This design comes from an exercise in tuning for small area on the open sky130 flow, not from production work.
The RTL was checked by simulation tests, not by an equivalence proof against the original design.
Power is estimated from default activity; no workload was simulated.

## run a
==> flow/design.v <==
package reg_file_pkg;
  localparam int DEF_ADDR_WIDTH = 5;
  localparam int DEF_DATA_WIDTH = 32;
  typedef logic [DEF_ADDR_WIDTH-1:0] addr_t;
  typedef logic [DEF_DATA_WIDTH-1:0] data_t;
  localparam int REG_ZERO = 0;
endpackage
module reg_scoreboard #(
  parameter int NREG = 32
) (
  input  logic clk,
  input  logic rst_n,
  input  logic [NREG-1:0] iss_dec,
  input  logic [NREG-1:0] wb_dec,
  input  logic iss_en,
  input  logic wb_en,
  input  logic same,
  output logic [NREG-1:0] busy,
  output logic sb_err
);
  logic iss_busy, wb_busy, err_now;
  rf_rdbit #(.N(NREG)) u_ib (.sel(iss_dec), .m(busy), .y(iss_busy));
  rf_rdbit #(.N(NREG)) u_wb (.sel(wb_dec), .m(busy), .y(wb_busy));
  assign err_now = (iss_busy && !same) || (wb_en && !wb_busy);
  assign busy[0] = 1'b0;
  for (genvar r = 1; r < NREG; r++) begin : g_b
    logic b;
    always_ff @(posedge clk or negedge rst_n)
      if (!rst_n) b <= 1'b0;
      else b <= iss_dec[r] | (b & ~wb_dec[r]);
    assign busy[r] = b;
  end
  always_ff @(posedge clk or negedge rst_n)
    if (!rst_n) sb_err <= 1'b0;
    else if (err_now) sb_err <= 1'b1;
endmodule
module reg_file_sb #(
  parameter int ADDR_WIDTH = reg_file_pkg::DEF_ADDR_WIDTH,
  parameter int DATA_WIDTH = reg_file_pkg::DEF_DATA_WIDTH,
  parameter int NUM_RD = 2,
  parameter int DBG_REG = 10
) (
  input  logic clk,
  input  logic rst_n,
  input  logic [NUM_RD*ADDR_WIDTH-1:0] rd_addr,
  output logic [NUM_RD*DATA_WIDTH-1:0] rd_data,
  output logic [NUM_RD-1:0] rd_busy,
  output logic stall,
  input  logic iss_valid,
  input  logic [ADDR_WIDTH-1:0] iss_addr,
  input  logic wb_valid,
  input  logic [ADDR_WIDTH-1:0] wb_addr,
  input  logic [DATA_WIDTH-1:0] wb_data,
  output logic [DATA_WIDTH-1:0] dbg_reg,
  output logic sb_err
);
  localparam int NREG = 2**ADDR_WIDTH;
  logic [NREG-1:0][DATA_WIDTH-1:0] mem;
  logic [NREG-1:0] wb_dec, iss_dec, valid, busy, rd_ok;
  logic wb_en, iss_en, same;
  assign wb_en = wb_valid && wb_addr != '0;
  assign iss_en = iss_valid && iss_addr != '0;
  assign same = wb_en && wb_addr == iss_addr;
  always_comb begin
    wb_dec = '0;
    iss_dec = '0;
    for (int r = 1; r < NREG; r++) begin
      wb_dec[r] = wb_valid && wb_addr == ADDR_WIDTH'(r);
      iss_dec[r] = iss_valid && iss_addr == ADDR_WIDTH'(r);
    end
  end
  reg_scoreboard #(.NREG(NREG)) u_sb (
    .clk(clk), .rst_n(rst_n), .iss_dec(iss_dec), .wb_dec(wb_dec), .iss_en(iss_en),
    .wb_en(wb_en), .same(same), .busy(busy), .sb_err(sb_err)
  );
  logic [DATA_WIDTH-1:0] last_wd, dbg_cur;
  logic dbg_wr;
  always_ff @(posedge clk) last_wd <= wb_data;
  always_ff @(posedge clk or negedge rst_n)
    if (!rst_n) dbg_wr <= 1'b0;
    else dbg_wr <= wb_dec[DBG_REG];
  for (genvar j = 0; j < DATA_WIDTH; j++) begin : g_dbg
    rf_wsel u_w (.we(dbg_wr), .we_n(~dbg_wr), .wd(last_wd[j]), .q(dbg_reg[j]), .d(dbg_cur[j]));
  end
  always_ff @(posedge clk or negedge rst_n)
    if (!rst_n) dbg_reg <= '0;
    else dbg_reg <= dbg_cur;
  assign mem[0] = '0;
  assign valid[0] = 1'b0;
  for (genvar r = 1; r < NREG; r++) begin : g_reg
    if (r == DBG_REG) begin : g_dbg
      assign mem[r] = dbg_cur;
      assign valid[r] = 1'b1;
    end else begin : g_st
      logic [DATA_WIDTH-1:0] q, d;
      logic v, we_n;
      assign we_n = ~wb_dec[r];
      for (genvar j = 0; j < DATA_WIDTH; j++) begin : g_w
        rf_wsel u_w (.we(wb_dec[r]), .we_n(we_n), .wd(wb_data[j]), .q(q[j]), .d(d[j]));
      end
      always_ff @(posedge clk) q <= d;
      always_ff @(posedge clk or negedge rst_n)
        if (!rst_n) v <= 1'b0;
        else if (wb_dec[r]) v <= 1'b1;
      assign mem[r] = q;
      assign valid[r] = v;
    end
  end
  assign rd_ok = valid & ~wb_dec;
  for (genvar g = 0; g < NUM_RD; g++) begin : g_rd
    logic [ADDR_WIDTH-1:0] a;
    logic [NREG-1:0] dec, sel;
    logic hit, reiss, busy_a;
    assign a = rd_addr[g*ADDR_WIDTH +: ADDR_WIDTH];
    always_comb begin
      dec = '0;
      for (int r = 1; r < NREG; r++) dec[r] = a == ADDR_WIDTH'(r);
    end
    assign hit = wb_en && wb_addr == a;
    assign reiss = iss_valid && iss_addr == a;
    assign sel = {dec[NREG-1:1] & rd_ok[NREG-1:1], hit};
    for (genvar j = 0; j < DATA_WIDTH; j++) begin : g_b
      logic [NREG-1:0] m;
      for (genvar r = 1; r < NREG; r++) begin : g_m
        assign m[r] = mem[r][j];
      end
      assign m[0] = wb_data[j];
      rf_rdbit #(.N(NREG)) u_rb (.sel(sel), .m(m), .y(rd_data[g*DATA_WIDTH + j]));
    end
    rf_rdbit #(.N(NREG)) u_bz (.sel(dec), .m(busy), .y(busy_a));
    assign rd_busy[g] = busy_a && !(hit && !reiss);
  end
  assign stall = |rd_busy;
endmodule
module rf_wsel (
  input  logic we,
  input  logic we_n,
  input  logic wd,
  input  logic q,
  output logic d
);
  assign d = (we & wd) | (we_n & q);
endmodule
module rf_rdbit #(
  parameter int N = 32
) (
  input  logic [N-1:0] sel,
  input  logic [N-1:0] m,
  output logic y
);
  localparam int NG = (N + 2) / 3;
  logic [3*NG-1:0] s, v;
  logic [NG-1:0] n;
  assign s = (3*NG)'(sel);
  assign v = (3*NG)'(m);
  for (genvar k = 0; k < NG; k++) begin : g_k
    rf_aoi3 u_a (.s(s[3*k +: 3]), .v(v[3*k +: 3]), .y_n(n[k]));
  end
  assign y = ~&n;
endmodule
module rf_aoi3 (
  input  logic [2:0] s,
  input  logic [2:0] v,
  output logic y_n
);
  assign y_n = ~|(s & v);
endmodule
Settings: LEC_CHECK=0, CAP_MARGIN=20, CORE_MARGIN=2, CORE_UTILIZATION=45, SLEW_MARGIN=20, SYNTH_HIERARCHICAL=1; clock period 10.0 ns.
standard.sh (not shown) runs the stock make flow with config.mk's settings and CLKGATE_MAP_FILE= SYNTH_SCRIPT=/design/flow/synth_recipe.tcl, a recipe that flattens the netlist after the stock synthesis.
==> flow/flow/run.sh <==
#!/bin/bash
# Standard ORFS layout with two changes:
#  - clock tree built from clkbuf_4 leaf clusters of up to 8 sinks, without dummy loads
#  - port buffers are buf_2 instead of the default cell
# make's output goes to make.log; each ORFS step keeps its own log under orfs/logs.
set -euo pipefail
export CTS_ARGS="-sink_clustering_enable -repair_clock_nets -dont_use_dummy_load -buf_list sky130_fd_sc_hd__clkbuf_4 -sink_clustering_size 8 -sink_clustering_max_diameter 50"
export BUFFER_PORTS_ARGS="-buffer_cell sky130_fd_sc_hd__buf_2"
bash standard.sh > make.log 2>&1
[inputs] run b vs run a
==> flow/flow/run.sh <==
#!/bin/bash
# Standard ORFS layout with two changes:
#  - clock tree built from clkbuf_4 leaf clusters of up to 8 sinks, without dummy loads
#  - port buffers are buf_1 instead of the default cell
# make's output goes to make.log; each ORFS step keeps its own log under orfs/logs.
set -euo pipefail
export CTS_ARGS="-sink_clustering_enable -repair_clock_nets -dont_use_dummy_load -buf_list sky130_fd_sc_hd__clkbuf_4 -sink_clustering_size 8 -sink_clustering_max_diameter 50"
export BUFFER_PORTS_ARGS="-buffer_cell sky130_fd_sc_hd__buf_1"
bash standard.sh > make.log 2>&1
## What came out
- Compared run b vs run a, and clock transition at the registers of the reported paths is down in run b.
- HPWL after detailed placement is higher on run b
- Number of signal-net buffers in the layout: run b and run a compared, higher one is run b
- Setup WNS run a -> run b: worse
- met1 layer usage reported by global route came out higher on run b than on run a.
- Compared with run a, in run b final antenna diode count -1, sequential share of layout area ~0 delta, power consumed by the clock network ~0 delta, slew at the pin closest to its max-slew limit -0.030 ns.
- Looking at run b and run a, the final instance count without filler cells is a wash.

==> separate check: timing with driven ports <==
In the flow no input, the clock included, has a driving cell. The finished layouts below were timed again as built, in two steps. Step 1 (the two cells are an assumption about what drives the block):
set clk [get_ports {clk}]
set_driving_cell -lib_cell sky130_fd_sc_hd__clkbuf_16 $clk
set_driving_cell -lib_cell sky130_fd_sc_hd__buf_2 [delete_from_list [all_inputs] $clk]
Step 2 also shifts input and output timing later by t, the mid clock arrival at the registers, as if the neighbouring blocks saw the same clock. a / b / c = ideal ports / drivers / drivers and shift; a / b = the first two.
run | shift t [ns] | slack for setup (ns) | worst hold slack (ns) | worst setup path at the end
run a | 1.164 | 1.928 / 1.907 / 1.907 | 0.449 / 0.449 / 0.449 | input to output
run b | 1.214 | 1.648 / 1.617 / 1.617 | 0.471 / 0.471 / 0.471 | input to output
After both steps every run listed still meets setup and hold. The setup slack of run b, which loses most, moves by -0.031 ns with the drivers and by -0.031 ns with both steps.
